Context: an optimization exercise on an open-source flow, tuned for small area, a short achievable clock period and few clock cycles per item. The choices shown serve that exercise and are no tape-out recipe. At most, simulation tests tie the RTL to the original design; equivalence was not proved. Function not checked in run 3: the RTL went through the layout flow alone. No activity file was given, so power comes from the tool's default toggle rates.

$ cat design.v
`timescale 1ns/1ns
package blob_pkg;
  localparam int COL_W     = 11;
  localparam int ROW_W     = 11;
  localparam int MASS_W    = 21;
  localparam int MAX_OBJS  = 16;
  localparam int LABEL_W   = 4;
  localparam int MAX_RUNS  = 16;
  localparam int RUN_IDX_W = 4;
  localparam int MIN_MASS  = 8;   
  localparam int IN_DEPTH    = 4;
  localparam int IN_PTR_W    = 2;
  localparam int OUT_CREDITS = 4;
  localparam int CREDIT_W    = 3;
  localparam int TOKEN_W       = 23;
  localparam int TOK_EVENT_BIT = 22;
  localparam int TOK_FRAME_BIT = 0;
  localparam int TOK_START_LSB = 11;
  localparam int WORD_W = 32;
  typedef enum logic [1:0] {
    idle,
    search,
    stall_full,   
    frame_wait
  } label_state_t;
endpackage
`timescale 1ns/1ns
import blob_pkg::*;
module run_intake (
  input  logic               clk,
  input  logic               rst,
  input  logic               in_valid,
  input  logic [TOKEN_W-1:0] in_token,
  output logic               in_credit,
  output logic               tok_valid,
  output logic [TOKEN_W-1:0] tok_data,
  input  logic               tok_pop
);
  logic [TOKEN_W-1:0]  mem [IN_DEPTH];
  logic [IN_DEPTH-1:0] full;    
  logic                pop;
  assign pop       = tok_pop && full[0];
  assign tok_valid = full[0];
  assign tok_data  = mem[0];
  always_ff @(posedge clk) begin
    if (rst) begin
      full      <= '0;
      in_credit <= 1'b0;
    end else begin
      if (pop)
        full <= in_valid ? full : {1'b0, full[IN_DEPTH-1:1]};
      else if (in_valid)
        full <= {full[IN_DEPTH-2:0], 1'b1};
      in_credit <= pop;   
    end
  end
  always_ff @(posedge clk) begin
    for (int i = 0; i < IN_DEPTH; i++) begin
      if (pop) begin
        if (in_valid && (i == IN_DEPTH - 1 || !full[i + 1]) && full[i])
          mem[i] <= in_token;
        else if (i < IN_DEPTH - 1)
          mem[i] <= mem[(i + 1) % IN_DEPTH];
      end else if (in_valid && !full[i] && (i == 0 || full[(i + IN_DEPTH - 1) % IN_DEPTH])) begin
        mem[i] <= in_token;
      end
    end
  end
endmodule
`timescale 1ns/1ns
import blob_pkg::*;
module run_labeler (
  input  logic                clk,
  input  logic                rst,
  input  logic                tok_valid,
  input  logic [TOKEN_W-1:0]  tok_data,
  output logic                tok_pop,
  output logic                a_valid,
  output logic                a_new,
  output logic [LABEL_W-1:0]  a_slot,
  output logic [COL_W-1:0]    a_start,
  output logic [COL_W-1:0]    a_end,
  output logic [COL_W:0]      a_len,
  output logic                a_row_end,
  output logic                a_frame_end,
  output logic                fe_take,
  output logic [MAX_OBJS-1:0] fe_used,
  output logic [LABEL_W-1:0]  fe_base,
  output logic [LABEL_W:0]    fe_count,
  input  logic                rep_busy,
  input  logic [MAX_OBJS-1:0] rep_pend
);
  logic [COL_W-1:0]   prev_sm1 [MAX_RUNS];
  logic [COL_W-1:0]   prev_ep1 [MAX_RUNS];
  logic [LABEL_W-1:0] prev_lab [MAX_RUNS];
  logic [COL_W-1:0]   cur_sm1  [MAX_RUNS];
  logic [COL_W-1:0]   cur_ep1  [MAX_RUNS];
  logic [LABEL_W-1:0] cur_lab  [MAX_RUNS];
  logic [RUN_IDX_W:0]  cur_cnt;
  logic [RUN_IDX_W:0]  prev_cnt;
  logic [LABEL_W:0]    next_label;    
  logic [LABEL_W-1:0]  next_slot;
  logic [LABEL_W-1:0]  frame_base;    
  logic [MAX_OBJS-1:0] used;
  logic               take;
  logic               is_event;
  logic               is_frame;
  logic               row_end;
  logic [COL_W-1:0]   run_start;
  logic [COL_W-1:0]   run_end;
  logic [COL_W-1:0]   run_sm1;
  logic [COL_W-1:0]   run_ep1;
  logic [MAX_RUNS-1:0] touch;
  logic [MAX_RUNS-1:0] first;
  logic               hit;
  logic [LABEL_W-1:0] hit_slot;
  logic               store;
  logic               run_in;
  logic [LABEL_W-1:0] new_slot;
  assign is_event  = tok_data[TOK_EVENT_BIT];
  assign is_frame  = tok_data[TOK_FRAME_BIT];
  assign run_start = tok_data[TOK_START_LSB +: COL_W];
  assign run_end   = tok_data[COL_W-1:0];
  assign take      = tok_valid && (is_event ? !(is_frame && rep_busy) : !rep_pend[next_slot]);
  assign tok_pop   = take;
  assign row_end   = take && is_event && !is_frame;
  assign fe_take   = take && is_event && is_frame;
  assign fe_used   = used;
  assign fe_base   = frame_base;
  assign fe_count  = next_label;
  assign run_sm1 = (run_start == '0) ? '0 : run_start - 1'b1;
  assign run_ep1 = (&run_end) ? run_end : run_end + 1'b1;
  always_comb begin
    for (int i = 0; i < MAX_RUNS; i++)
      touch[i] = (RUN_IDX_W+1)'(i) < prev_cnt && prev_sm1[i] <= run_end && prev_ep1[i] >= run_start;
  end
  always_comb begin
    logic seen;
    seen = 1'b0;
    for (int i = 0; i < MAX_RUNS; i++) begin
      first[i] = touch[i] && !seen;
      seen     = seen || touch[i];
    end
  end
  assign hit   = |touch;
  always_comb begin
    hit_slot = '0;
    for (int i = 0; i < MAX_RUNS; i++)
      hit_slot |= first[i] ? prev_lab[i] : '0;
  end
  assign new_slot = hit ? hit_slot : next_slot;
  assign run_in   = take && !is_event && !cur_cnt[RUN_IDX_W];
  assign store    = run_in && (hit || !next_label[LABEL_W]);
  always_ff @(posedge clk) begin
    if (rst) begin
      cur_cnt     <= '0;
      prev_cnt    <= '0;
      next_label  <= '0;
      next_slot   <= '0;
      frame_base  <= '0;
      used        <= '0;
      a_valid     <= 1'b0;
      a_row_end   <= 1'b0;
      a_frame_end <= 1'b0;
    end else begin
      a_valid     <= store;
      a_row_end   <= row_end;
      a_frame_end <= fe_take;
      if (fe_take) begin
        next_label <= '0;
        frame_base <= next_slot;
        used       <= '0;
        cur_cnt    <= '0;
        prev_cnt   <= '0;
      end
      if (row_end) begin
        prev_cnt <= cur_cnt;
        cur_cnt  <= '0;
      end
      if (store) begin
        cur_cnt <= cur_cnt + 1'b1;
        if (!hit) begin
          next_label      <= next_label + 1'b1;
          next_slot       <= next_slot + 1'b1;
          used[next_slot] <= 1'b1;
        end
      end
    end
  end
  always_ff @(posedge clk) begin
    a_new   <= !hit;
    a_slot  <= new_slot;
    a_start <= run_start;
    a_end   <= run_end;
    a_len   <= {1'b0, run_end} - {1'b0, run_start} + 1'b1;
    if (run_in) begin
      cur_sm1[cur_cnt[RUN_IDX_W-1:0]] <= run_sm1;
      cur_ep1[cur_cnt[RUN_IDX_W-1:0]] <= run_ep1;
      cur_lab[cur_cnt[RUN_IDX_W-1:0]] <= new_slot;
    end
    if (row_end) begin
      for (int i = 0; i < MAX_RUNS; i++) begin
        prev_sm1[i] <= cur_sm1[i];
        prev_ep1[i] <= cur_ep1[i];
        prev_lab[i] <= cur_lab[i];
      end
    end
  end
endmodule
`timescale 1ns/1ns
import blob_pkg::*;
module object_table (
  input  logic                clk,
  input  logic                rst,
  input  logic                a_valid,
  input  logic                a_new,
  input  logic [LABEL_W-1:0]  a_slot,
  input  logic [COL_W-1:0]    a_start,
  input  logic [COL_W-1:0]    a_end,
  input  logic [COL_W:0]      a_len,
  input  logic                a_row_end,
  input  logic                a_frame_end,
  input  logic                fe_take,
  input  logic [MAX_OBJS-1:0] fe_used,
  input  logic [LABEL_W-1:0]  fe_base,
  input  logic [LABEL_W:0]    fe_count,
  output logic                rep_busy,
  output logic [MAX_OBJS-1:0] rep_pend,
  input  logic                wr_ready,
  output logic                wr_valid,
  output logic [26:0]         wr_data,
  output logic                wr_last
);
  logic [MASS_W-1:0]   mass_mem  [MAX_OBJS];
  logic [COL_W-1:0]    min_x_mem [MAX_OBJS];
  logic [COL_W-1:0]    max_x_mem [MAX_OBJS];
  logic [ROW_W-1:0]    min_y_mem [MAX_OBJS];
  logic [ROW_W-1:0]    max_y_mem [MAX_OBJS];
  logic                b_valid;
  logic                b_new;
  logic [LABEL_W-1:0]  b_slot;
  logic [COL_W-1:0]    b_start;
  logic [COL_W-1:0]    b_end;
  logic [COL_W:0]      b_len;
  logic [ROW_W-1:0]    b_row;
  logic [MASS_W-1:0]   b_mass;
  logic [COL_W-1:0]    b_min_x;
  logic [COL_W-1:0]    b_max_x;
  logic [MASS_W-1:0]   mass_d;
  logic [COL_W-1:0]    min_x_d;
  logic [COL_W-1:0]    max_x_d;
  logic                a_read;
  logic [LABEL_W-1:0]  rd_addr;
  logic [MASS_W-1:0]   rd_mass;
  logic [COL_W-1:0]    rd_min_x;
  logic [COL_W-1:0]    rd_max_x;
  logic [ROW_W-1:0]    rd_min_y;
  logic [ROW_W-1:0]    rd_max_y;
  logic                fwd;
  logic                rep_on;
  logic                rep_wait;
  logic [LABEL_W-1:0]  rep_slot;
  logic [LABEL_W:0]    rep_left;
  logic [1:0]          phase;
  logic [LABEL_W:0]    rep_cnt;
  logic                rep_go;
  logic                big;
  logic [MAX_OBJS-1:0] slot_big;
  assign a_read   = a_valid && !a_new;
  assign rd_addr  = a_read ? a_slot : rep_slot;
  assign rd_mass  = mass_mem[rd_addr];
  assign rd_min_x = min_x_mem[rd_addr];
  assign rd_max_x = max_x_mem[rd_addr];
  assign rd_min_y = min_y_mem[rd_addr];
  assign rd_max_y = max_y_mem[rd_addr];
  assign fwd      = b_valid && b_slot == a_slot;
  assign mass_d  = b_new ? MASS_W'(b_len) : b_mass + MASS_W'(b_len);
  assign min_x_d = (b_new || b_start < b_min_x) ? b_start : b_min_x;
  assign max_x_d = (b_new || b_end > b_max_x) ? b_end : b_max_x;
  always_ff @(posedge clk) begin
    if (rst) begin
      b_valid <= 1'b0;
      b_row   <= '0;
    end else begin
      b_valid <= a_valid;
      if (a_frame_end)
        b_row <= '0;
      else if (a_row_end)
        b_row <= b_row + 1'b1;
    end
  end
  always_ff @(posedge clk) begin
    b_new   <= a_new;
    b_slot  <= a_slot;
    b_start <= a_start;
    b_end   <= a_end;
    b_len   <= a_len;
    b_mass  <= fwd ? mass_d  : rd_mass;
    b_min_x <= fwd ? min_x_d : rd_min_x;
    b_max_x <= fwd ? max_x_d : rd_max_x;
  end
  always_ff @(posedge clk) begin
    for (int i = 0; i < MAX_OBJS; i++) begin
      if (b_valid && b_slot == LABEL_W'(i)) begin
        mass_mem[i]  <= mass_d;
        min_x_mem[i] <= min_x_d;
        max_x_mem[i] <= max_x_d;
        max_y_mem[i] <= b_row;
        if (b_new)
          min_y_mem[i] <= b_row;
      end
    end
  end
  assign rep_busy = rep_on;
  always_comb begin
    for (int i = 0; i < MAX_OBJS; i++)
      slot_big[i] = mass_mem[i] > MASS_W'(MIN_MASS);
  end
  assign big      = slot_big[rep_slot];
  assign rep_go   = rep_on && !rep_wait && !a_read && wr_ready;
  assign wr_valid = rep_go && (rep_left == '0 || phase != 2'd0 || big);
  assign wr_last  = rep_left == '0;
  always_comb begin
    if (rep_left == '0)
      wr_data = 27'(rep_cnt);
    else if (phase == 2'd0)
      wr_data = 27'(rd_mass);
    else if (phase == 2'd1)
      wr_data = {rd_max_x, 5'b0, rd_min_x};
    else
      wr_data = {rd_max_y, 5'b0, rd_min_y};
  end
  always_ff @(posedge clk) begin
    if (rst) begin
      rep_on   <= 1'b0;
      rep_wait <= 1'b0;
      rep_pend <= '0;
      phase    <= '0;
      rep_cnt  <= '0;
      rep_left <= '0;
      rep_slot <= '0;
    end else begin
      rep_wait <= 1'b0;
      if (fe_take) begin
        rep_on   <= 1'b1;
        rep_wait <= 1'b1;   
        rep_pend <= fe_used;
        rep_slot <= fe_base;
        rep_left <= fe_count;
        rep_cnt  <= '0;
        phase    <= '0;
      end else if (rep_go) begin
        if (rep_left == '0) begin
          rep_on <= 1'b0;
        end else if (phase == 2'd0 && !big) begin
          rep_pend[rep_slot] <= 1'b0;
          rep_slot           <= rep_slot + 1'b1;
          rep_left           <= rep_left - 1'b1;
        end else if (phase == 2'd2) begin
          phase              <= '0;
          rep_pend[rep_slot] <= 1'b0;
          rep_slot           <= rep_slot + 1'b1;
          rep_left           <= rep_left - 1'b1;
          rep_cnt            <= rep_cnt + 1'b1;
        end else begin
          phase <= phase + 1'b1;
        end
      end
    end
  end
endmodule
`timescale 1ns/1ns
import blob_pkg::*;
module report_writer (
  input  logic              clk,
  input  logic              rst,
  input  logic              wr_valid,
  input  logic [26:0]       wr_data,
  input  logic              wr_last,
  output logic              wr_ready,
  output logic              out_valid,
  output logic [WORD_W-1:0] out_data,
  output logic              out_last,
  input  logic              out_credit
);
  logic [CREDIT_W-1:0] credits;
  logic [26:0]         data_q;
  assign wr_ready = (credits > CREDIT_W'(out_valid));
  assign out_data = {5'b0, data_q};
  always_ff @(posedge clk) begin
    if (rst) begin
      out_valid <= 1'b0;
      out_last  <= 1'b0;
      credits   <= CREDIT_W'(OUT_CREDITS);
    end else begin
      out_valid <= wr_valid;
      out_last  <= wr_valid && wr_last;
      credits   <= credits - CREDIT_W'(out_valid) + CREDIT_W'(out_credit);
    end
  end
  always_ff @(posedge clk)
    data_q <= wr_data;
endmodule
`timescale 1ns/1ns
import blob_pkg::*;
module blob_detector (
  input  logic               clk,
  input  logic               rst,
  input  logic               in_valid,
  input  logic [TOKEN_W-1:0] in_token,
  output logic               in_credit,
  output logic               out_valid,
  output logic [WORD_W-1:0]  out_data,
  output logic               out_last,
  input  logic               out_credit
);
  logic                tok_valid;
  logic [TOKEN_W-1:0]  tok_data;
  logic                tok_pop;
  logic                a_valid;
  logic                a_new;
  logic [LABEL_W-1:0]  a_slot;
  logic [COL_W-1:0]    a_start;
  logic [COL_W-1:0]    a_end;
  logic [COL_W:0]      a_len;
  logic                a_row_end;
  logic                a_frame_end;
  logic                fe_take;
  logic [MAX_OBJS-1:0] fe_used;
  logic [LABEL_W-1:0]  fe_base;
  logic [LABEL_W:0]    fe_count;
  logic                rep_busy;
  logic [MAX_OBJS-1:0] rep_pend;
  logic                wr_ready;
  logic                wr_valid;
  logic [26:0]         wr_data;
  logic                wr_last;
  run_intake u_intake (
    .clk(clk), .rst(rst), .in_valid(in_valid), .in_token(in_token),
    .in_credit(in_credit), .tok_valid(tok_valid), .tok_data(tok_data), .tok_pop(tok_pop)
  );
  run_labeler u_labeler (
    .clk(clk), .rst(rst), .tok_valid(tok_valid), .tok_data(tok_data), .tok_pop(tok_pop),
    .a_valid(a_valid), .a_new(a_new), .a_slot(a_slot), .a_start(a_start), .a_end(a_end),
    .a_len(a_len), .a_row_end(a_row_end), .a_frame_end(a_frame_end),
    .fe_take(fe_take), .fe_used(fe_used), .fe_base(fe_base), .fe_count(fe_count),
    .rep_busy(rep_busy), .rep_pend(rep_pend)
  );
  object_table u_table (
    .clk(clk), .rst(rst), .a_valid(a_valid), .a_new(a_new), .a_slot(a_slot),
    .a_start(a_start), .a_end(a_end), .a_len(a_len), .a_row_end(a_row_end),
    .a_frame_end(a_frame_end), .fe_take(fe_take), .fe_used(fe_used), .fe_base(fe_base),
    .fe_count(fe_count), .rep_busy(rep_busy), .rep_pend(rep_pend),
    .wr_ready(wr_ready), .wr_valid(wr_valid), .wr_data(wr_data), .wr_last(wr_last)
  );
  report_writer u_writer (
    .clk(clk), .rst(rst), .wr_valid(wr_valid), .wr_data(wr_data), .wr_last(wr_last),
    .wr_ready(wr_ready), .out_valid(out_valid), .out_data(out_data),
    .out_last(out_last), .out_credit(out_credit)
  );
endmodule
$ cat flow/run.sh
#!/bin/bash
# Standard layout; repair_timing aims for 7 ns of setup slack instead of 5.
bash standard.sh SETUP_SLACK_MARGIN=7 finish > standard.log 2>&1
$ cat standard.sh
#!/bin/bash
# synth_recipe.tcl (not shown) runs the flow's synth.tcl, then flattens the netlist and writes it again
# the make line also repeats each setting of config.mk as NAME=value (left out here)
make -C /OpenROAD-flow-scripts/flow DESIGN_CONFIG=/design/flow/config.mk WORK_HOME=/design/flow/orfs CLKGATE_MAP_FILE= SYNTH_SCRIPT=/design/flow/synth_recipe.tcl "${@:-finish}"
$ cat config.mk
export PLATFORM = sky130hd
export DESIGN_NAME = blob_detector
export DESIGN_NICKNAME = blob_detector
export VERILOG_FILES = /design/flow/design.v
export SDC_FILE = /design/flow/constraint.sdc
export NUM_CORES = 4
export LEC_CHECK = 0
export CAP_MARGIN = 20
export CORE_MARGIN = 2
export CORE_UTILIZATION = 40
export SETUP_SLACK_MARGIN = 5
export SLEW_MARGIN = 20
$ cat constraint.sdc
create_clock -name core_clock -period 10.0 [get_ports {clk}]
set_input_delay 2.0000 -clock core_clock [delete_from_list [all_inputs] [get_ports {clk}]]
set_output_delay 2.0000 -clock core_clock [all_outputs]
set_load 0.01 [all_outputs]
==> impl_metrics.tcl, run 1 <==
set metrics [dict create \
    outcome "complete, no violations" \
    fmax_ghz 0.246 \
    maxSlewViolCount 0 \
    synth_compound_area_share_pct 9.86 \
    power_density_nw_per_um2 192 \
    ys_warn_count 14 \
    regToRegEndpoint "u_labeler.cur_lab[11][3]" \
    synth_seq_cells 2209 \
    synth.avg_cell_area_um2 15.8 \
    finalSetupViolations 0 \
    critPathLaunchType "register" \
    first_pass_iters 11 \
    dr_total_vias 55300 \
    min_path_type "register to register" \
    fin_cells 9225 \
    synthMuxAreaShare_pct 1.83 \
    grt_pass1_wl_um 388000 \
    power.leakage_nw 37.4 \
    synthXorXnorAreaFrac_pct 0.720 \
    die_w_um 469 \
    post-route-min-period_ns 4.07 \
    r2r_cells 15 \
    clock_latency_ns 0.89 \
    maxCapViolCount 0 \
    cts_hold_buf 0 \
    clock-sinks 2209 \
    drtIter0Drc 7616 \
    nFillCells 17200 \
    area_growth_pct 27.2 \
    synth_edf_count 1918 \
    whs_path_depth 0 \
    htree_levels 4 \
    wire_per_inst_um 30.8 \
    synth_top_area_cell "edfxtp_1" \
    seq_area_um2 63500 \
    tns_ns 0 \
    reg2reg_from "u_intake.mem[0][18]" \
    crit_path_end_kind "register" \
    slew_headroom_pct 24.0 \
    synth_fa_ha_area_share_pct 6.28 \
    cts-root-buf "clkbuf_16" \
    initial_core_util_pct 40.3 \
    synth_seq_area_share_pct 73.4 \
    grt-ovfl-total 0 \
    fin_worst_skew_ns 0.0624 \
    synth_cells 5462 \
    crit_type "register to register" \
    min_from "u_labeler.a_start[7]" \
    synth_top_flop_cell "edfxtp_1" \
    synthArstFlopShare_pct 0 \
    synthSimpleGateAreaFrac_pct 6.39 \
    drt-vias-per-instance 6.00 \
    cts_tree "done" \
    pin_count 62 \
    rows 170 \
    finalCritPeriodShare_pct 40.7 \
    globalRouteTotalUtil_pct 24.7 \
    cts.reportedPaths.clkPinSlew_ns 0.07 \
    antenna_found_initial 21 \
    die_h_um 469 \
    nets 6653 \
    grt_pass1_vias 53300 \
    reg2reg_setup_slack_ns 5.93 \
    ir_worst_vdd_v 0.000214 \
    clk_path_buf_depth 3 \
    worstMarginPinSlew_ns 1.14 \
    min_to "u_table.b_start[7]" \
    drt-total-wl_um 284000 \
    dp.cells 8291 \
    hold_viol 0 \
    yosys.area.top_type_share_pct 66.7 \
    gp_congestion 0.884 \
    grt_max_degree 159 \
    multi_input_area_um2 26300 \
    cts_buffers 214 \
    drive_gt1_share_pct 27.0 \
    synth_top_family_by_area "compound AO/OA/AOI/OAI gates" \
    die_area_um2 220000 \
    post-synth-top-count-cell "edfxtp_1" \
    grt_setup_unrepaired "yes" \
    synth_area_um2 86400 \
    core_region_area_um2 215000 \
    dp_hpwl_um 146000 \
    crit_fanout 18 \
    crit_required_ns 10.75 \
    synthTopCellsByArea "edfxtp_1 (67%), dfxtp_1 (6.7%), ha_1 (6.2%), a22oi_1 (2.8%), mux2_2 (1.4%)" \
    ant_nets 0 \
    crit_arrival_ns 4.82 \
    synth_cell_types 84 \
    drc 0 \
    ys_top_cells_by_count "edfxtp_1 (1918), ha_1 (429), a22oi_1 (320)" \
    portBuffers 56 \
]
-- where the power goes --
group	total, W	switching, W	leakage [nW]	internal (W)
clock	0.00833	0.00360	3.55	0.00473
combinational	0.00230	0.00138	14.2	0.000917
sequential	0.0105	0.000147	19.7	0.0104
total	0.0211	0.00513	37.4	0.0160
-- worst max-delay path: stages (launching register included) --
cell and delay (ns):
edfxtp_1 0.47, inv_1 0.11, clkbuf_8 0.32, ha_1 0.29, nor3_1 0.22, o21bai_1 0.13, a21oi_2 0.24, nor4_4 0.09
a22oi_2 0.28, nand3b_1 0.23, buf_4 0.21, or3_4 0.43, a2111oi_4 0.35, nor4bb_4 0.10, a31oi_4 0.28, clkbuf_16 0.21
-- worst max path at each step --
stage / end / cells past startpoint / startpoint
5_1_grt: u_labeler.cur_lab[11][3] / 15 / u_intake.mem[0][18]
3_5_place_dp: u_labeler.cur_lab[5][3] / 13 / u_intake.mem[0][2]
4_1_cts: u_labeler.cur_lab[13][2] / 14 / u_intake.mem[0][12]
2_1_floorplan: u_labeler.prev_ep1[0][0] / 2 / u_intake.mem[0][0]
6_report: u_labeler.cur_lab[11][3] / 15 / u_intake.mem[0][18]
3_3_place_gp: u_labeler.cur_lab[1][3] / 13 / u_intake.mem[0][2]
-- placed cells by master, fill, tap and decap left out, types with 43 or more instances in the layout --
| cell type | synthesis | routed |
|---|---|---|
| edfxtp_1 | 1918 | 1918 |
| ha_1 | 429 | 391 |
| a22oi_1 | 320 | 314 |
| buf_4 | 6 | 305 |
| dfxtp_1 | 291 | 250 |
| clkbuf_16 | 0 | 239 |
| nor2_1 | 317 | 228 |
| a21oi_1 | 199 | 166 |
| nand3_1 | 164 | 145 |
| nand2_1 | 155 | 139 |
| nand4_1 | 128 | 128 |
| buf_6 | 0 | 120 |
| buf_12 | 0 | 120 |
| inv_1 | 130 | 109 |
| a22o_1 | 91 | 90 |
| o21ai_0 | 106 | 69 |
| nor2_4 | 0 | 68 |
| mux2_4 | 0 | 64 |
| clkbuf_1 | 147 | 52 |
| o22ai_1 | 67 | 51 |
| mux2_2 | 109 | 45 |
| a221oi_1 | 75 | 45 |
| nor3_1 | 62 | 44 |
| buf_16 | 0 | 43 |
-- per-stage QoR --
step	cell area, um^2	hold WS (ns)	worst slack (ns)	total power (W)	util (%)
global route	110000	0.322	5.85	0.0217	51.2
finish	110000	0.305	5.93	0.0211	51.2
floorplan	86900	0.310	2.57	0.0116	-
global placement	91600	0.311	4.60	0.0123	42.7
CTS	106000	0.306	6.20	0.0209	49.3
detailed placement	91700	0.312	4.50	0.0123	42.7
-- cells by family after synthesis --
logic type	after synthesis
DFF	2209
AOI/OAI and AO/OA	1188
and+or+nand+nor	1089
adders and majority gates	432
buffers and inverters	340
muxes	132
xor gates and xnor gates	71
other	1
-- cell type report --
| class | instances | share of cell area [%] |
|---|---|---|
| sequential | 2209 | 57.8 |
| multi-input combinational | 2953 | 23.9 |
| timing repair buffer | 685 | 7.92 |
| clock buffer | 292 | 5.40 |
| tap | 2838 | 3.23 |
| clock inverter | 110 | 1.26 |
| inverter | 131 | 0.499 |
| antenna | 7 | 0.0159 |
-- sequential cells by signal (all words and copies together), names as in the netlist, 21 cells and up --
name and cells:
u_labeler.prev_sm1 176, u_labeler.cur_sm1 176, u_table.max_y_mem 176, u_intake.mem 92, u_labeler.cur_ep1 176, u_table.mass_mem 336
u_labeler.prev_lab 64, u_writer.data_q 27, u_labeler.prev_ep1 176, u_table.min_x_mem 176, u_table.min_y_mem 176, u_table.max_x_mem 176
u_table.b_mass 21, u_labeler.cur_lab 64
-- metal layers --
layer / global-route usage, % / part of all wire [%] / up-vias / wire (um)
met4: 12.6 / 6.0 / 6 / 17000
met3: 4.69 / 9.7 / 761 / 27600
li1: - / - / 23400 / -
met5: 0 / 0.016 / - / 46
met2: 39.7 / 47 / 3219 / 133000
met1: 31.9 / 38 / 28000 / 107000
-- what timing repair did --
action,4_1_cts,5_1_grt
gates resized for setup,792,444
pin swaps,160,175
setup endpoints to repair,1598,1150
buffers inserted,311,113
cloned,72,29
Testbench counts, summed over its fixed seeds: cycles 12,160, tokens 11,777.
==> run 2, diff against run 1 <==
==> flow/run.sh (replaced) <==
#!/bin/bash
# Standard layout; repair_timing aims for 6 ns of setup slack instead of 5.
bash standard.sh SETUP_SLACK_MARGIN=6 finish > standard.log 2>&1
==> impl_metrics.tcl, run 2 <==
set metrics [dict create \
    ys_warn_count 14 \
    synth_seq_cells 2209 \
    initial_core_util_pct 40.3 \
    synth_top_flop_cell "edfxtp_1" \
    min_path_type "register to register" \
    drt-total-wl_um 254000 \
    cts_buffers 218 \
    rows 170 \
    cts.reportedPaths.clkPinSlew_ns 0.06 \
    regMostFlops "u_table.mass_mem" \
    crit_arrival_ns 4.73 \
    slew_headroom_pct 21.5 \
    grt-ovfl-total 0 \
    path_cells "nor4bb_1, a31o_2, and2_4, buf_6, buf_6, a22o_1, a221oi_1, nand3_1, o221ai_1, a31o_2, a21oi_2" \
    p_sw_w 0.00489 \
    crit_fanout 27 \
    tns_ns 0 \
    synth_edf_count 1918 \
    crit_path_end_kind "register" \
    synth_cells 5462 \
    dp_hpwl_um 147000 \
    grt_max_degree 150 \
    htree_levels 4 \
    slowest_stage "dfxtp_1" \
    drc 0 \
    clk_path_buf_depth 3 \
    synth_top_area_cell "edfxtp_1" \
    dr_total_vias 52000 \
    finalSetupViolations 0 \
    area_growth_pct 16.2 \
    nets 6216 \
    intPower_w 0.0159 \
    synth_seq_area_share_pct 73.4 \
    hold_viol 0 \
    grt_pass1_vias 50600 \
    largest_reg_flops 336 \
    reg2reg_setup_slack_ns 5.96 \
    ir_worst_vdd_v 0.000207 \
    critPathLaunchType "register" \
    cts_tree "done" \
    ys_top_cells_by_count "edfxtp_1 (1918), ha_1 (429), a22oi_1 (320)" \
    wire_per_inst_um 28.9 \
    synth_area_um2 86400 \
    drive_gt1_share_pct 14.6 \
    clock_power_share_pct 41.3 \
    hold_ws_ns 0.291 \
    clock-sinks 2209 \
    critPathMaxStageDelay_ns 0.54 \
    first_pass_iters 6 \
    synth_cell_types 84 \
    cp_num_cells 11 \
    swShare_pct 23.5 \
    grt_pass1_wl_um 358000 \
    finalCritPeriodShare_pct 40.4 \
    clock_latency_ns 0.88 \
    grt_setup_unrepaired "yes" \
    maxCapViolCount 0 \
    final_common_cell "edfxtp_1" \
    fmax_ghz 0.248 \
    r2r_cells 11 \
    ant_nets 0 \
    critPathBufInv 2 \
    post-synth-top-count-cell "edfxtp_1" \
    share_comb_of_total_power_pct 8.2 \
    post-route-min-period_ns 4.04 \
    worstMarginPinSlew_ns 1.18 \
    power_density_nw_per_um2 207 \
    crit_type "register to register" \
    maxSlewViolCount 0 \
    drt-vias-per-instance 5.91 \
    synthArstFlopShare_pct 0 \
    die_area_um2 220000 \
    layout_common_cells "edfxtp_1 (1918), ha_1 (429), a22oi_1 (318)" \
    synthTopCellsByArea "edfxtp_1 (67%), dfxtp_1 (6.7%), ha_1 (6.2%), a22oi_1 (2.8%), mux2_2 (1.4%)" \
    cts-root-buf "clkbuf_16" \
    power.leakage_nw 33.6 \
    fin_worst_skew_ns 0.0502 \
    seq_power_share_pct 50.5 \
    cts_hold_buf 0 \
    die_w_um 469 \
    outcome "complete, no violations" \
    crit_family "compound AO/OA/AOI/OAI gates" \
    yosys.area.top_type_share_pct 66.7 \
    antenna_found_initial 19 \
    globalRouteTotalUtil_pct 22.6 \
    crit_required_ns 10.69 \
    portBuffers 56 \
    die_h_um 469 \
    drtIter0Drc 6617 \
    pin_count 62 \
    synth.avg_cell_area_um2 15.8 \
    gp_congestion 0.909 \
    core_region_area_um2 215000 \
    whs_path_depth 0 \
]
[run 2: final timing paths]
kind                        start            endpoint
min reg2reg  u_labeler.a_start[2]  u_table.b_start[2]
min          u_labeler.a_start[2]  u_table.b_start[2]
max           u_labeler.a_slot[3]  u_writer.data_q[2]
max reg2reg   u_labeler.a_slot[3]  u_writer.data_q[2]
[run 2: logic make-up after synthesis]
logic type                 synth area share, %
and+or+nand+nor                           6.39
adders and majority gates                 6.28
xor gates and xnor gates                 0.720
buffers and inverters                     1.51
other                                  0.00434
muxes                                     1.83
DFF                                       73.4
AOI/OAI and AO/OA                         9.86
[run 2: metal layers]
layer	routed length, um	track usage, %	share of wire, %	up-vias
li1	-	-	-	22400
met1	101000	30.0	40	26400
met5	46	0	0.018	-
met2	120000	36.7	47	2583
met3	21800	3.88	8.6	559
met4	10800	9.45	4.3	6
[run 2: final cells by class]
class | count | area (um^2)
flip-flops and latches | 2209 | 63400
multi-input cells | 2928 | 22800
repair buffers | 269 | 2500
clock buffers | 280 | 5870
well taps | 2838 | 3550
fillers | 18200 | 114000
clock inverters | 130 | 1700
diodes | 4 | 10.0
inverters | 131 | 504
[run 2: repair_timing]
action                                  CTS  global route
pin swaps                                36            12
gates resized for setup                 130            48
endpoints found under the hold margin     0             0
buffers inserted                         45            26
gates cloned                             10             1
endpoints found under the setup margin  698           472
[run 2: metrics by stage]
step	util [%]	worst slack, ns	cells	instance area, um^2	total power (W)
finish	46.8	5.96	8789	100000	0.0208
detailed placement	42.5	4.16	8292	91300	0.0123
floorplan	-	2.57	5466	86500	0.0116
global placement	42.5	4.37	8292	91300	0.0123
global route	46.8	5.90	8788	100000	0.0214
CTS	46.5	6.00	8757	99900	0.0208
[run 2: power groups by stage]
| stage | registers, W | clock network (W) | logic (W) |
|---|---|---|---|
| after detailed placement | 0.0107 | 0 | 0.00161 |
| after CTS | 0.0105 | 0.00868 | 0.00167 |
| after floorplan | 0.0106 | 0 | 0.000938 |
| final | 0.0105 | 0.00858 | 0.00171 |
| after global routing | 0.0105 | 0.00904 | 0.00186 |
| after global placement | 0.0107 | 0 | 0.00158 |
[run 2: worst reg2reg max path: cells and delay by family (launching register included)]
family,cells,cell delay (ns)
AO/OA/AOI/OAI,6,1.60
AND/OR/NAND/NOR,3,0.98
buffers and inverters,2,0.72
flip-flops,1,0.54
==> run 3, diff against run 2 <==
--- a/design.v
+++ b/design.v
@@ -10,4 +10,3 @@
   localparam int MIN_MASS  = 8;   
-  localparam int IN_DEPTH    = 4;
-  localparam int IN_PTR_W    = 2;
+  localparam int IN_DEPTH    = 3;   
   localparam int OUT_CREDITS = 4;
@@ -36,3 +35,4 @@
   output logic [TOKEN_W-1:0] tok_data,
-  input  logic               tok_pop
+  input  logic               tok_pop,
+  input  logic               tok_done
 );
@@ -53,3 +53,3 @@
         full <= {full[IN_DEPTH-2:0], 1'b1};
-      in_credit <= pop;   
+      in_credit <= tok_done;   
     end
@@ -77,2 +77,3 @@
   output logic                tok_pop,
+  output logic                tok_done,
   output logic                a_valid,
@@ -82,3 +83,2 @@
   output logic [COL_W-1:0]    a_end,
-  output logic [COL_W:0]      a_len,
   output logic                a_row_end,
@@ -86,3 +86,2 @@
   output logic                fe_take,
-  output logic [MAX_OBJS-1:0] fe_used,
   output logic [LABEL_W-1:0]  fe_base,
@@ -90,3 +89,4 @@
   input  logic                rep_busy,
-  input  logic [MAX_OBJS-1:0] rep_pend
+  input  logic                rep_slot_busy,
+  output logic [LABEL_W-1:0]  next_slot        
 );
@@ -101,5 +101,3 @@
   logic [LABEL_W:0]    next_label;    
-  logic [LABEL_W-1:0]  next_slot;
   logic [LABEL_W-1:0]  frame_base;    
-  logic [MAX_OBJS-1:0] used;
   logic               take;
@@ -112,4 +110,2 @@
   logic [COL_W-1:0]   run_ep1;
-  logic [MAX_RUNS-1:0] touch;
-  logic [MAX_RUNS-1:0] first;
   logic               hit;
@@ -119,11 +115,54 @@
   logic [LABEL_W-1:0] new_slot;
-  assign is_event  = tok_data[TOK_EVENT_BIT];
-  assign is_frame  = tok_data[TOK_FRAME_BIT];
-  assign run_start = tok_data[TOK_START_LSB +: COL_W];
-  assign run_end   = tok_data[COL_W-1:0];
-  assign take      = tok_valid && (is_event ? !(is_frame && rep_busy) : !rep_pend[next_slot]);
-  assign tok_pop   = take;
+  logic [COL_W-1:0]    h_start;
+  logic [COL_W-1:0]    h_end;
+  logic [MAX_RUNS-1:0] h_after_prev;
+  logic [MAX_RUNS-1:0] h_after_cur;
+  logic [MAX_RUNS-1:0] h_after;
+  logic [RUN_IDX_W:0]  h_cnt;
+  logic [MAX_RUNS-1:0] h_first;
+  logic                s1_valid;
+  logic [TOKEN_W-1:0]  s1_tok;
+  logic [MAX_RUNS-1:0] s1_first;
+  logic                s1_row_end;
+  logic                s1_frame_end;
+  logic                load;
+  logic [COL_W-1:0]    first_sm1;
+  logic [LABEL_W-1:0]  first_lab;
+  assign h_start = tok_data[TOK_START_LSB +: COL_W];
+  assign h_end   = tok_data[COL_W-1:0];
+  assign s1_row_end   = s1_valid && s1_tok[TOK_EVENT_BIT] && !s1_tok[TOK_FRAME_BIT];
+  assign s1_frame_end = s1_valid && s1_tok[TOK_EVENT_BIT] && s1_tok[TOK_FRAME_BIT];
+  assign h_cnt = s1_frame_end ? '0 : s1_row_end ? cur_cnt : prev_cnt;
+  always_comb begin
+    for (int i = 0; i < MAX_RUNS; i++) begin
+      h_after_prev[i] = prev_ep1[i] >= h_start;
+      h_after_cur[i]  = cur_ep1[i] >= h_start;
+      h_after[i]      = (s1_row_end ? h_after_cur[i] : h_after_prev[i]) &&
+                        (RUN_IDX_W+1)'(i) < h_cnt;
+    end
+    for (int i = 0; i < MAX_RUNS; i++)
+      h_first[i] = h_after[i] && (i == 0 || !h_after[(i + MAX_RUNS - 1) % MAX_RUNS]);
+  end
+  assign load       = tok_valid && (!s1_valid || take);
+  assign tok_pop    = load;
+  assign tok_done   = take;
+  always_ff @(posedge clk) begin
+    if (rst)
+      s1_valid <= 1'b0;
+    else if (load || take)
+      s1_valid <= load;
+  end
+  always_ff @(posedge clk) begin
+    if (load) begin
+      s1_tok   <= tok_data;
+      s1_first <= h_first;
+    end
+  end
+  assign is_event  = s1_tok[TOK_EVENT_BIT];
+  assign is_frame  = s1_tok[TOK_FRAME_BIT];
+  assign run_start = s1_tok[TOK_START_LSB +: COL_W];
+  assign run_end   = s1_tok[COL_W-1:0];
+  assign take      = s1_valid && (is_event ? !(is_frame && rep_busy) : !rep_slot_busy);
   assign row_end   = take && is_event && !is_frame;
   assign fe_take   = take && is_event && is_frame;
-  assign fe_used   = used;
   assign fe_base   = frame_base;
@@ -133,19 +172,11 @@
   always_comb begin
-    for (int i = 0; i < MAX_RUNS; i++)
-      touch[i] = (RUN_IDX_W+1)'(i) < prev_cnt && prev_sm1[i] <= run_end && prev_ep1[i] >= run_start;
-  end
-  always_comb begin
-    logic seen;
-    seen = 1'b0;
+    first_sm1 = '0;
+    first_lab = '0;
     for (int i = 0; i < MAX_RUNS; i++) begin
-      first[i] = touch[i] && !seen;
-      seen     = seen || touch[i];
+      first_sm1 |= s1_first[i] ? prev_sm1[i] : '0;
+      first_lab |= s1_first[i] ? prev_lab[i] : '0;
     end
   end
-  assign hit   = |touch;
-  always_comb begin
-    hit_slot = '0;
-    for (int i = 0; i < MAX_RUNS; i++)
-      hit_slot |= first[i] ? prev_lab[i] : '0;
-  end
+  assign hit      = (|s1_first) && first_sm1 <= run_end;
+  assign hit_slot = first_lab;
   assign new_slot = hit ? hit_slot : next_slot;
@@ -160,3 +191,2 @@
       frame_base  <= '0;
-      used        <= '0;
       a_valid     <= 1'b0;
@@ -171,3 +201,2 @@
         frame_base <= next_slot;
-        used       <= '0;
         cur_cnt    <= '0;
@@ -184,3 +213,2 @@
           next_slot       <= next_slot + 1'b1;
-          used[next_slot] <= 1'b1;
         end
@@ -194,3 +222,2 @@
     a_end   <= run_end;
-    a_len   <= {1'b0, run_end} - {1'b0, run_start} + 1'b1;
     if (run_in) begin
@@ -219,3 +246,2 @@
   input  logic [COL_W-1:0]    a_end,
-  input  logic [COL_W:0]      a_len,
   input  logic                a_row_end,
@@ -223,3 +249,2 @@
   input  logic                fe_take,
-  input  logic [MAX_OBJS-1:0] fe_used,
   input  logic [LABEL_W-1:0]  fe_base,
@@ -227,3 +252,4 @@
   output logic                rep_busy,
-  output logic [MAX_OBJS-1:0] rep_pend,
+  input  logic [LABEL_W-1:0]  next_slot,
+  output logic                rep_slot_busy,
   input  logic                wr_ready,
@@ -270,7 +296,18 @@
   assign rd_addr  = a_read ? a_slot : rep_slot;
-  assign rd_mass  = mass_mem[rd_addr];
-  assign rd_min_x = min_x_mem[rd_addr];
-  assign rd_max_x = max_x_mem[rd_addr];
-  assign rd_min_y = min_y_mem[rd_addr];
-  assign rd_max_y = max_y_mem[rd_addr];
+  always_comb begin
+    rd_mass  = '0;
+    rd_min_x = '0;
+    rd_max_x = '0;
+    rd_min_y = '0;
+    rd_max_y = '0;
+    for (int i = 0; i < MAX_OBJS; i++) begin
+      if (rd_addr == LABEL_W'(i)) begin
+        rd_mass  |= mass_mem[i];
+        rd_min_x |= min_x_mem[i];
+        rd_max_x |= max_x_mem[i];
+        rd_min_y |= min_y_mem[i];
+        rd_max_y |= max_y_mem[i];
+      end
+    end
+  end
   assign fwd      = b_valid && b_slot == a_slot;
@@ -296,3 +333,3 @@
     b_end   <= a_end;
-    b_len   <= a_len;
+    b_len   <= {1'b0, a_end} - {1'b0, a_start} + 1'b1;
     b_mass  <= fwd ? mass_d  : rd_mass;
@@ -314,2 +351,3 @@
   assign rep_busy = rep_on;
+  assign rep_slot_busy = rep_left != '0 && next_slot == rep_slot;
   always_comb begin
@@ -336,3 +374,2 @@
       rep_wait <= 1'b0;
-      rep_pend <= '0;
       phase    <= '0;
@@ -346,3 +383,2 @@
         rep_wait <= 1'b1;   
-        rep_pend <= fe_used;
         rep_slot <= fe_base;
@@ -355,3 +391,2 @@
         end else if (phase == 2'd0 && !big) begin
-          rep_pend[rep_slot] <= 1'b0;
           rep_slot           <= rep_slot + 1'b1;
@@ -360,3 +395,2 @@
           phase              <= '0;
-          rep_pend[rep_slot] <= 1'b0;
           rep_slot           <= rep_slot + 1'b1;
@@ -419,2 +453,3 @@
   logic                tok_pop;
+  logic                tok_done;
   logic                a_valid;
@@ -424,3 +459,2 @@
   logic [COL_W-1:0]    a_end;
-  logic [COL_W:0]      a_len;
   logic                a_row_end;
@@ -428,3 +462,2 @@
   logic                fe_take;
-  logic [MAX_OBJS-1:0] fe_used;
   logic [LABEL_W-1:0]  fe_base;
@@ -432,3 +465,4 @@
   logic                rep_busy;
-  logic [MAX_OBJS-1:0] rep_pend;
+  logic                rep_slot_busy;
+  logic [LABEL_W-1:0]  next_slot;
   logic                wr_ready;
@@ -439,3 +473,4 @@
     .clk(clk), .rst(rst), .in_valid(in_valid), .in_token(in_token),
-    .in_credit(in_credit), .tok_valid(tok_valid), .tok_data(tok_data), .tok_pop(tok_pop)
+    .in_credit(in_credit), .tok_valid(tok_valid), .tok_data(tok_data), .tok_pop(tok_pop),
+    .tok_done(tok_done)
   );
@@ -443,6 +478,6 @@
     .clk(clk), .rst(rst), .tok_valid(tok_valid), .tok_data(tok_data), .tok_pop(tok_pop),
-    .a_valid(a_valid), .a_new(a_new), .a_slot(a_slot), .a_start(a_start), .a_end(a_end),
-    .a_len(a_len), .a_row_end(a_row_end), .a_frame_end(a_frame_end),
-    .fe_take(fe_take), .fe_used(fe_used), .fe_base(fe_base), .fe_count(fe_count),
-    .rep_busy(rep_busy), .rep_pend(rep_pend)
+    .tok_done(tok_done), .a_valid(a_valid), .a_new(a_new), .a_slot(a_slot), .a_start(a_start), .a_end(a_end),
+    .a_row_end(a_row_end), .a_frame_end(a_frame_end),
+    .fe_take(fe_take), .fe_base(fe_base), .fe_count(fe_count),
+    .rep_busy(rep_busy), .rep_slot_busy(rep_slot_busy), .next_slot(next_slot)
   );
@@ -450,5 +485,6 @@
     .clk(clk), .rst(rst), .a_valid(a_valid), .a_new(a_new), .a_slot(a_slot),
-    .a_start(a_start), .a_end(a_end), .a_len(a_len), .a_row_end(a_row_end),
-    .a_frame_end(a_frame_end), .fe_take(fe_take), .fe_used(fe_used), .fe_base(fe_base),
-    .fe_count(fe_count), .rep_busy(rep_busy), .rep_pend(rep_pend),
+    .a_start(a_start), .a_end(a_end), .a_row_end(a_row_end),
+    .a_frame_end(a_frame_end), .fe_take(fe_take), .fe_base(fe_base),
+    .fe_count(fe_count), .rep_busy(rep_busy), .next_slot(next_slot),
+    .rep_slot_busy(rep_slot_busy),
     .wr_ready(wr_ready), .wr_valid(wr_valid), .wr_data(wr_data), .wr_last(wr_last)
==> flow/run.sh (replaced) <==
#!/bin/bash
# Standard layout; repair_timing aims for 7 ns of setup slack (a period of 3 ns).
bash standard.sh SETUP_SLACK_MARGIN=7 finish > standard.log 2>&1
==> impl_metrics.tcl, run 3 <==
set metrics [dict create \
    outcome "complete, no violations" \
    highest_layer "met5" \
    synth.avg_cell_area_um2 16.0 \
    cts.reportedPaths.clkPinSlew_ns 0.06 \
    regMostFlops "u_table.mass_mem" \
    dr_wl_met2_um 123000 \
    swShare_pct 22.8 \
    grt_max_degree 188 \
    drt-vias-per-instance 5.99 \
    grt_setup_unrepaired "yes" \
    ys_warn_count 14 \
    grt-ovfl-total 0 \
    r2r_cells 19 \
    ys_top_cells_by_count "edfxtp_1 (1957), ha_1 (432), a22oi_1 (408)" \
    dr_total_vias 53500 \
    setup_ws_ns 6.52 \
    crit_type "register to register" \
    synth_top_flop_cell "edfxtp_1" \
    dp_slack_ns 5.28 \
    min_path_type "register to register" \
    clk_path_buf_depth 3 \
    synth_edf_count 1957 \
    largest_reg_flops 336 \
    tns_ns 0 \
    share_comb_of_total_power_pct 7.8 \
    grt_pass1_wl_um 368000 \
    die_w_um 468 \
    critPathLaunchType "register" \
    globalRouteTotalUtil_pct 23.2 \
    die_h_um 468 \
    cts_buffers 213 \
    synth_seq_cells 2181 \
    clock_power_share_pct 41.3 \
    synthTopCellsByArea "edfxtp_1 (68%), ha_1 (6.3%), dfxtp_1 (5.2%), a22oi_1 (3.6%), nor2_1 (1.2%)" \
    critPathBufInv 8 \
    finalSetupViolations 0 \
    crit_required_ns 10.60 \
    p_sw_w 0.00460 \
    path_cells "buf_12, buf_8, buf_4, buf_4, a221oi_2, nand4_1, ha_1, nor2b_1, o21a_1, o21ai_1, a21oi_2, o21ai_4, buf_12, buf_8, nand2_8, nand2_4, o21ai_4, buf_6, buf_16" \
    finalCritPeriodShare_pct 34.8 \
    power_density_nw_per_um2 193 \
    power.leakage_nw 35.9 \
    cts-root-buf "clkbuf_16" \
    drive_gt1_share_pct 21.1 \
    dp_hpwl_um 148000 \
    reg2reg_setup_slack_ns 6.52 \
    wl_met1_um 105000 \
    intPower_w 0.0156 \
    portBuffers 56 \
    initial_core_util_pct 40.2 \
    crit_family "buffers and inverters" \
    reg2reg_from "u_labeler.s1_first[7]" \
    synth_seq_area_share_pct 73.3 \
    die_area_um2 219000 \
    ir_worst_vdd_v 0.000190 \
    nets 6362 \
    fin_worst_skew_ns 0.0275 \
    slew_headroom_pct 8.42 \
    synth_top_area_cell "edfxtp_1" \
    pin_count 62 \
    seq_power_share_pct 50.9 \
    regToRegEndpoint "u_labeler.cur_lab[4][2]" \
    worstMarginPinSlew_ns 1.37 \
    cp_num_cells 19 \
    wl_met3_um 25500 \
    synth_area_um2 86300 \
    grt_pass1_vias 51700 \
    synth_cells 5400 \
    crit_fanout 5 \
    drc 0 \
    first_pass_iters 10 \
    cts_hold_buf 0 \
    post-route-util_pct 48.8 \
    fmax_ghz 0.287 \
    crit_path_end_kind "register" \
    area_growth_pct 21.4 \
    post-synth-top-count-cell "edfxtp_1" \
    htree_levels 4 \
    gp_congestion 0.871 \
    critPathMaxStageDelay_ns 0.42 \
    hold_viol 0 \
    antenna_found_initial 22 \
    startpoint "u_labeler.s1_first[7]" \
    drtIter0Drc 7697 \
    crit_arrival_ns 4.08 \
    slowest_stage "edfxtp_1" \
    layout_common_cells "edfxtp_1 (1957), a22oi_1 (407), ha_1 (404)" \
    wire_per_inst_um 29.7 \
    ant_nets 0 \
    drt-total-wl_um 265000 \
    clock_latency_ns 0.86 \
    rows 170 \
    core_region_area_um2 214000 \
    clock-sinks 2181 \
    yosys.area.top_type_share_pct 68.1 \
    maxCapViolCount 0 \
    synthArstFlopShare_pct 0 \
    cts_tree "done" \
    synth_cell_types 82 \
    post-route-min-period_ns 3.48 \
    endpoint "u_labeler.cur_lab[4][2]" \
    final_common_cell "edfxtp_1" \
    maxSlewViolCount 0 \
]
## run 3: power by group through the flow
stage	Sequential (W)	Combinational, W	Clock (W)
after detailed placement	0.0105	0.00123	0
final	0.0103	0.00158	0.00833
after global placement	0.0105	0.00121	0
after global routing	0.0103	0.00170	0.00880
after floorplan	0.0104	0.000747	0
after CTS	0.0103	0.00145	0.00843
## run 3: layout make-up
class / count / area (um^2)
diodes: 1 / 2.50
clock buffers: 266 / 5770
clock inverters: 137 / 1550
fillers: 17700 / 110000
inverters: 135 / 542
multi-input cells: 2884 / 24000
flip-flops and latches: 2181 / 63300
well taps: 2838 / 3550
repair buffers: 483 / 5890
repair inverters: 2 / 17.5
## run 3: worst min-delay path by stage
stage / start / endpoint / cells past startpoint
after floorplan: u_labeler.a_end[1] / u_table.b_end[1] / 0
after global placement: u_labeler.a_end[9] / u_table.b_end[9] / 0
after detailed placement: u_labeler.a_end[9] / u_table.b_end[9] / 0
after CTS: u_labeler.a_end[9] / u_table.b_end[9] / 0
after global routing: u_labeler.a_end[9] / u_table.b_end[9] / 0
final: u_labeler.a_end[9] / u_table.b_end[9] / 0
## run 3: what timing repair did
item                                    4_1_cts  5_1_grt
resized for setup                           567      274
cloned                                       35       16
pin swaps                                   110      157
endpoints found under the setup margin     1785     1017
endpoints found under the hold margin         0        0
setup buffers                               162       86
## run 3: cells by family (layout without fill, tap and decap cells)
family | count (synthesis) | count (layout) | synth area share, %
other | 1 | 6 | 0.00435
AOI/OAI and AO/OA | 1252 | 1252 | 10.8
adders and majority gates | 435 | 435 | 6.34
and+or+nand+nor | 1008 | 1020 | 5.81
xor gates and xnor gates | 65 | 65 | 0.660
buffers and inverters | 353 | 1023 | 1.74
muxes | 105 | 107 | 1.36
DFF | 2181 | 2181 | 73.3
## run 3: per-layer routing
layer  up-vias  global-route usage (%)
li1      22800                       -
met1     27000                    31.5
met2      3052                    37.2
met3       649                    3.80
met4         6                    9.12
met5         -                       0
## run 3: through the flow
step	std cells	hold slack (ns)	area [um^2]	total power, W
after floorplan	5404	0.331	86500	0.0112
after global placement	8220	0.355	91000	0.0117
after detailed placement	8224	0.358	91100	0.0117
after CTS	8824	0.366	102000	0.0201
after global routing	8927	0.371	105000	0.0208
final	8927	0.363	105000	0.0202
==> run 4, diff against run 3 <==
--- a/design.v
+++ b/design.v
@@ -117,4 +117,3 @@
   logic [COL_W-1:0]    h_end;
-  logic [MAX_RUNS-1:0] h_after_prev;
-  logic [MAX_RUNS-1:0] h_after_cur;
+  logic [COL_W-1:0]    h_ep1 [MAX_RUNS];
   logic [MAX_RUNS-1:0] h_after;
@@ -137,6 +136,4 @@
     for (int i = 0; i < MAX_RUNS; i++) begin
-      h_after_prev[i] = prev_ep1[i] >= h_start;
-      h_after_cur[i]  = cur_ep1[i] >= h_start;
-      h_after[i]      = (s1_row_end ? h_after_cur[i] : h_after_prev[i]) &&
-                        (RUN_IDX_W+1)'(i) < h_cnt;
+      h_ep1[i]   = s1_row_end ? cur_ep1[i] : prev_ep1[i];
+      h_after[i] = h_ep1[i] >= h_start && (RUN_IDX_W+1)'(i) < h_cnt;
     end
--- a/config.mk
+++ b/config.mk
@@ -10,2 +10,4 @@
 export CORE_UTILIZATION = 40
+export CTS_CLUSTER_DIAMETER = 100
+export CTS_CLUSTER_SIZE = 30
 export SETUP_SLACK_MARGIN = 5
==> impl_metrics.tcl, run 4 <==
set metrics [dict create \
    seq_area_um2 63400 \
    crit_arrival_ns 4.14 \
    clock-sinks 2181 \
    ir_worst_vdd_v 0.000143 \
    largest_reg_flops 336 \
    critPathLaunchType "register" \
    synthTopCellsByArea "edfxtp_1 (70%), dfxtp_1 (5.3%), ha_1 (3.8%), a22oi_1 (3.7%), mux2_2 (3.1%)" \
    crit_path_end_kind "register" \
    core_region_area_um2 210000 \
    cts-root-buf "clkbuf_16" \
    synth_cells 5117 \
    die_area_um2 214000 \
    drt-total-wl_um 250000 \
    nFillCells 17800 \
    setup_ws_ns 6.38 \
    intPower_w 0.0124 \
    crit_required_ns 10.52 \
    antenna_found_initial 14 \
    first_pass_iters 7 \
    regMostFlops "u_table.mass_mem" \
    die_w_um 463 \
    swShare_pct 23.3 \
    ant_nets 0 \
    p_sw_w 0.00376 \
    r2r_cells 17 \
    fmax_ghz 0.276 \
    ys_warn_count 15 \
    drt-vias-per-instance 5.96 \
    die_h_um 463 \
    startpoint "u_labeler.s1_first[2]" \
    maxSlewViolCount 0 \
    post-route-min-period_ns 3.62 \
    outcome "complete, no violations" \
    dp_slack_ns 5.18 \
    cts_tree "done" \
    dp_hpwl_um 143000 \
    yosys.area.top_type_share_pct 69.7 \
    initial_core_util_pct 40.2 \
    hold_viol 0 \
    post-synth-top-count-cell "edfxtp_1" \
    grt_pass1_vias 47600 \
    synth_seq_area_share_pct 75.1 \
    synth_top_area_cell "edfxtp_1" \
    share_comb_of_total_power_pct 7.9 \
    drc 0 \
    portBuffers 56 \
    power_density_nw_per_um2 166 \
    regToRegEndpoint "u_labeler.cur_lab[1][2]" \
    synth_edf_count 1957 \
    grt_pass1_wl_um 349000 \
    worstMarginPinSlew_ns 1.26 \
    grt_max_degree 175 \
    fin_worst_skew_ns 0.0778 \
    cts_buffers 87 \
    clk_path_buf_depth 3 \
    finalCritPeriodShare_pct 36.2 \
    grt_setup_unrepaired "yes" \
    crit_fanout 6 \
    area_growth_pct 15.5 \
    synthArstFlopShare_pct 0 \
    synth.avg_cell_area_um2 16.5 \
    cts_hold_buf 0 \
    power.leakage_nw 32.0 \
    drtIter0Drc 7256 \
    grt-ovfl-total 0 \
    multi_input_area_um2 22000 \
    synth_cell_types 84 \
    dr_total_vias 49600 \
    drive_gt1_share_pct 20.6 \
    clock_latency_ns 0.80 \
    synth_seq_cells 2181 \
    pin_count 62 \
    nets 5720 \
    tns_ns 0 \
    htree_levels 3 \
    final_common_cell "edfxtp_1" \
    gp_congestion 0.877 \
    reg2reg_from "u_labeler.s1_first[2]" \
    globalRouteTotalUtil_pct 22.3 \
    cts.reportedPaths.clkPinSlew_ns 0.11 \
    synth_top_flop_cell "edfxtp_1" \
    finalSetupViolations 0 \
    ys_top_cells_by_count "edfxtp_1 (1957), a22oi_1 (413), ha_1 (256)" \
    layout_common_cells "edfxtp_1 (1957), a22oi_1 (406), ha_1 (228)" \
    synth_area_um2 84300 \
    reg2reg_setup_slack_ns 6.38 \
    wire_per_inst_um 30.0 \
    min_path_type "register to register" \
    endpoint "u_labeler.cur_lab[1][2]" \
    slew_headroom_pct 16.0 \
    maxCapViolCount 0 \
    crit_type "register to register" \
    seq_power_share_pct 63.3 \
    rows 168 \
    clock_power_share_pct 28.8 \
    power.total_w 0.0161 \
]
==> run 4: cell count changes after synthesis, moves of 21 or more <==
| cell | previous run | this run |
|---|---|---|
| nor2_1 | 284 | 237 |
| clkbuf_1 | 116 | 137 |
| nor2b_1 | 52 | 29 |
| o21ai_0 | 135 | 102 |
| nand3_1 | 143 | 104 |
| mux2_2 | 78 | 233 |
| a2111oi_0 | 30 | 9 |
| o21a_1 | 115 | 85 |
| ha_1 | 432 | 256 |
| inv_1 | 135 | 91 |
==> run 4: kinds of logic after synthesis <==
| group | count (synthesis) | share of synthesized area [%] |
|---|---|---|
| fa+ha+maj | 259 | 3.87 |
| other cells | 1 | 0.00445 |
| buf+inv | 323 | 1.59 |
| mux | 263 | 3.47 |
| compound gates | 1123 | 9.86 |
| xor+xnor | 63 | 0.655 |
| simple gates | 904 | 5.49 |
| flops | 2181 | 75.1 |
==> run 4: metrics by stage <==
| step | std cells | hold slack [ns] | cell area (um^2) | util (%) |
|---|---|---|---|---|
| CTS | 8255 | 0.362 | 96100 | 45.9 |
| global placement | 7894 | 0.354 | 89000 | 42.5 |
| finish | 8317 | 0.363 | 97300 | 46.4 |
| detailed placement | 7896 | 0.343 | 89100 | 42.5 |
| floorplan | 5121 | 0.331 | 84500 | - |
| global route | 8314 | 0.371 | 97300 | 46.4 |
==> run 4: power by group through the flow <==
| stage | combinational [W] | clock (W) | sequential (W) |
|---|---|---|---|
| 6_report | 0.00128 | 0.00465 | 0.0102 |
| 5_1_grt | 0.00137 | 0.00500 | 0.0102 |
| 4_1_cts | 0.00122 | 0.00472 | 0.0102 |
| 3_5_place_dp | 0.00105 | 0 | 0.0104 |
| 3_3_place_gp | 0.00102 | 0 | 0.0104 |
| 2_1_floorplan | 0.000624 | 0 | 0.0104 |
==> run 4: how the worst min path moves through the flow <==
stage / slack [ns] / startpoint / end / cells past startpoint
2_1_floorplan: 0.33 / u_labeler.a_end[1] / u_table.b_end[1] / 0
6_report: 0.36 / u_labeler.a_start[10] / u_table.b_start[10] / 0
5_1_grt: 0.37 / u_labeler.a_start[10] / u_table.b_start[10] / 0
3_5_place_dp: 0.34 / u_labeler.a_end[3] / u_table.b_end[3] / 0
3_3_place_gp: 0.35 / u_labeler.s1_tok[8] / u_labeler.a_end[8] / 0
4_1_cts: 0.36 / u_labeler.a_start[10] / u_table.b_start[10] / 0
==> run 4: routing by layer <==
| metal | vias up | routed length [um] | share of wire [%] | GRT usage (%) |
|---|---|---|---|---|
| li1 | 21100 | - | - | - |
| met1 | 25700 | 101000 | 40 | 30.5 |
| met2 | 2344 | 118000 | 47 | 36.5 |
| met3 | 414 | 21400 | 8.6 | 3.29 |
| met4 | 4 | 9190 | 3.7 | 7.58 |
| met5 | - | 24 | 0.0096 | 0 |
==> run 4: worst max-delay path, stage by stage, from the launching register on <==
cell      delay, ns
edfxtp_1       0.49
buf_12         0.20
a22o_1         0.22
a221oi_2       0.25
nand4_1        0.14
ha_1           0.31
nor2b_1        0.13
o21a_1         0.16
o21a_1         0.17
o21ai_2        0.18
a211oi_4       0.08
buf_6          0.15
buf_6          0.12
nor2_4         0.16
buf_6          0.12
buf_6          0.09
a41oi_4        0.15
buf_6          0.20
==> run 4: repair_timing <==
| item | CTS | global route |
|---|---|---|
| cloned | 38 | 10 |
| setup endpoints to repair | 1694 | 790 |
| hold endpoints to repair | 0 | 0 |
| setup buffers | 162 | 44 |
| pin swaps | 128 | 62 |
| gates resized for setup | 619 | 117 |
==> run 4: layout make-up <==
cell class	instances	area share [%]
repair buffers	442	5.36
inverters	91	0.367
multi-input cells	2631	22.7
diodes	8	0.0206
clock inverters	23	0.367
clock buffers	136	2.49
flip-flops and latches	2181	65.1
well taps	2805	3.61
Testbench counts of run 4, summed over its fixed seeds: cycles 12,168, tokens 11,777.
==> run 5, diff against run 4 <==
--- a/config.mk
+++ b/config.mk
@@ -10,4 +10,4 @@
 export CORE_UTILIZATION = 40
-export CTS_CLUSTER_DIAMETER = 100
-export CTS_CLUSTER_SIZE = 30
+export CTS_CLUSTER_DIAMETER = 120
+export CTS_CLUSTER_SIZE = 25
 export SETUP_SLACK_MARGIN = 5
==> impl_metrics.tcl, run 5 <==
set metrics [dict create \
    ir_worst_vdd_v 0.000156 \
    ant_nets 0 \
    synthTopCellsByArea "edfxtp_1 (70%), dfxtp_1 (5.3%), ha_1 (3.8%), a22oi_1 (3.7%), mux2_2 (3.1%)" \
    slew_headroom_pct 22.4 \
    post-synth-top-count-cell "edfxtp_1" \
    yosys.area.top_type_share_pct 69.7 \
    synth_seq_area_share_pct 75.1 \
    critPathLaunchType "register" \
    pin_count 62 \
    htree_levels 3 \
    power_density_nw_per_um2 166 \
    synth_seq_cells 2181 \
    dp_hpwl_um 143000 \
    grt_pass1_wl_um 349000 \
    finalCritPeriodShare_pct 35.2 \
    cts-root-buf "clkbuf_16" \
    core_region_area_um2 210000 \
    crit_path_frequent_cell "buf_6" \
    cts_buffers 98 \
    nFillCells 17800 \
    synth.avg_cell_area_um2 16.5 \
    first_pass_iters 7 \
    gp_congestion 0.877 \
    drtIter0Drc 7320 \
    antenna_found_initial 10 \
    crit_required_ns 10.53 \
    synth_cell_types 84 \
    cts_hold_buf 0 \
    critPathBufInv 5 \
    clk_path_buf_depth 3 \
    fmax_ghz 0.284 \
    drive_gt1_share_pct 21.0 \
    ys_top_cells_by_count "edfxtp_1 (1957), a22oi_1 (413), ha_1 (256)" \
    area_growth_pct 15.8 \
    synth_cells 5117 \
    nets 5731 \
    power.total_w 0.0162 \
    synth_top_area_cell "edfxtp_1" \
    power.leakage_nw 32.1 \
    grt-ovfl-total 0 \
    synth_top_flop_cell "edfxtp_1" \
    die_area_um2 214000 \
    dp.cells 7896 \
    crit_arrival_ns 4.05 \
    cts_tree "done" \
    crit_family "compound AO/OA/AOI/OAI gates" \
    hold_viol 0 \
    grt_setup_unrepaired "yes" \
    worstMarginPinSlew_ns 1.16 \
    die_h_um 463 \
    tns_ns 0 \
    layout_common_cells "edfxtp_1 (1957), a22oi_1 (404), buf_4 (225)" \
    regMostFlops "u_table.mass_mem" \
    outcome "complete, no violations" \
    maxCapViolCount 0 \
    crit_path_end_kind "register" \
    grt_pass1_vias 47600 \
    cts.reportedPaths.clkPinSlew_ns 0.11 \
    clock_latency_ns 0.81 \
    largest_reg_flops 336 \
    wire_per_inst_um 30.1 \
    post-route-min-period_ns 3.52 \
    drc 0 \
    dr_total_vias 49700 \
    maxSlewViolCount 0 \
    finalSetupViolations 0 \
    drt-total-wl_um 251000 \
    grt_max_degree 175 \
    rows 168 \
    portBuffers 56 \
    synthArstFlopShare_pct 0 \
    ys_warn_count 15 \
    crit_type "register to register" \
    clock-sinks 2181 \
    fin_worst_skew_ns 0.0478 \
    synth_area_um2 84300 \
    reg2reg_setup_slack_ns 6.48 \
    final_common_cell "edfxtp_1" \
    globalRouteTotalUtil_pct 22.4 \
    min_path_type "register to register" \
    crit_fanout 12 \
    drt-vias-per-instance 5.96 \
    fin_cells 8341 \
    initial_core_util_pct 40.2 \
    die_w_um 463 \
    synth_edf_count 1957 \
    critPathMaxStageDelay_ns 0.46 \
    path_cells "buf_12, a22o_1, a221oi_2, nand4_1, ha_1, nor2b_1, o21a_1, o21a_1, o21ai_2, a211oi_4, buf_6, buf_12, nor2_4, buf_6, a41oi_4, buf_6" \
    slowest_stage "edfxtp_1" \
]
==> run 5: cell count changes in the layout (fill, tap and decap cells not counted), sizes merged <==
cell	delta
clkinv	-5
clkbuf	+42
inv	-7
nand2	-2
bufinv	-2
diode	-2
==> run 5: power breakdown <==
part	switching (W)	internal [W]	total (W)
sequential	0.000110	0.0101	0.0102
clock	0.00283	0.00192	0.00475
combinational	0.000802	0.000461	0.00126
total	0.00374	0.0125	0.0162
==> run 5: worst paths after layout <==
| kind | from | to | cells past startpoint |
|---|---|---|---|
| max | u_labeler.s1_first[2] | u_labeler.cur_lab[13][2] | 16 |
| min | u_labeler.a_start[10] | u_table.b_start[10] | 0 |
| max reg2reg | u_labeler.s1_first[2] | u_labeler.cur_lab[13][2] | 16 |
| min reg2reg | u_labeler.a_start[10] | u_table.b_start[10] | 0 |
==> run 5: cell families (layout without fill, tap and decap cells) <==
| logic type | after synthesis | in the layout | share of synthesized area, % |
|---|---|---|---|
| compound gates | 1123 | 1124 | 9.86 |
| xor+xnor | 63 | 63 | 0.655 |
| fa+ha+maj | 259 | 259 | 3.87 |
| buf+inv | 323 | 720 | 1.59 |
| flops | 2181 | 2181 | 75.1 |
| mux | 263 | 263 | 3.47 |
| other cells | 1 | 11 | 0.00445 |
| simple gates | 904 | 915 | 5.49 |
==> run 5: stage by stage <==
| step | utilization (%) | area, um^2 | hold WS (ns) | setup WS [ns] |
|---|---|---|---|---|
| 6_report | 46.6 | 97600 | 0.353 | 6.48 |
| 5_1_grt | 46.6 | 97600 | 0.364 | 6.41 |
| 4_1_cts | 45.8 | 96000 | 0.360 | 6.51 |
| 3_5_place_dp | 42.5 | 89100 | 0.343 | 5.18 |
| 3_3_place_gp | 42.5 | 89000 | 0.354 | 5.03 |
| 2_1_floorplan | - | 84500 | 0.331 | 5.93 |
==> run 5: repair_timing <==
action | in CTS | in global routing
hold endpoints to repair | 0 | 0
setup buffers | 150 | 58
setup endpoints to repair | 1652 | 938
gates cloned | 34 | 12
pin swaps | 132 | 92
gates resized for setup | 606 | 161
==> run 5: cell type report <==
class	count	area, um^2	area share (%)
inverters	91	357	0.365
diodes	6	15.0	0.0154
clock buffers	176	2760	2.82
multi-input cells	2629	22200	22.7
flip-flops and latches	2181	63400	64.9
repair buffers	444	5240	5.37
clock inverters	9	174	0.178
well taps	2805	3510	3.60
==> run 5: routing by layer <==
metal  GRT usage, %  wire length [um]
met5              0                 0
met2           36.6            119000
met1           30.7            101000
met3           3.45             22900
met4           6.87              9190

==> separate check: timing with driven ports <==
The results above use ideal ports. As a check the final layouts listed here were re-extracted and re-timed, cells and wires unchanged.
Step 1, drivers: a clkbuf_16 drives clk and a buf_2 each remaining input, both assumed.
Step 2 moves the port delays by t, midway between the first and last clock arrival at a register: inputs arrive t later, outputs are due t later. That takes back most of the time a late clock gives input paths.
a / b / c = no drivers / after step 1 / after step 2; a / b = the first two.
run | shift t [ns] | setup slack, ns | latest minus earliest clock arrival (ns) | slew at the worst register clock pin (ns) | worst data-port slew with drivers (ns)
run 1 | 0.948 | 5.929 / 5.929 / 5.782 | 0.067 / 0.068 | 0.07 / 0.07 | 0.31
run 2 | 0.950 | 5.964 / 5.964 / 5.343 | 0.055 / 0.055 | 0.07 / 0.07 | 0.26
run 3 | 0.935 | 6.516 / 6.516 / 6.043 | 0.032 / 0.032 | 0.07 / 0.07 | 0.20
run 4 | 0.853 | 6.382 / 6.382 / 6.181 | 0.078 / 0.079 | 0.12 / 0.12 | 0.17
run 5 | 0.875 | 6.480 / 6.480 / 6.143 | 0.050 / 0.051 | 0.11 / 0.11 | 0.17
After both steps setup and hold are still met in every run listed. For run 2, which loses most, drivers alone change the setup slack by 0.000 ns; drivers and shift together by -0.621 ns.
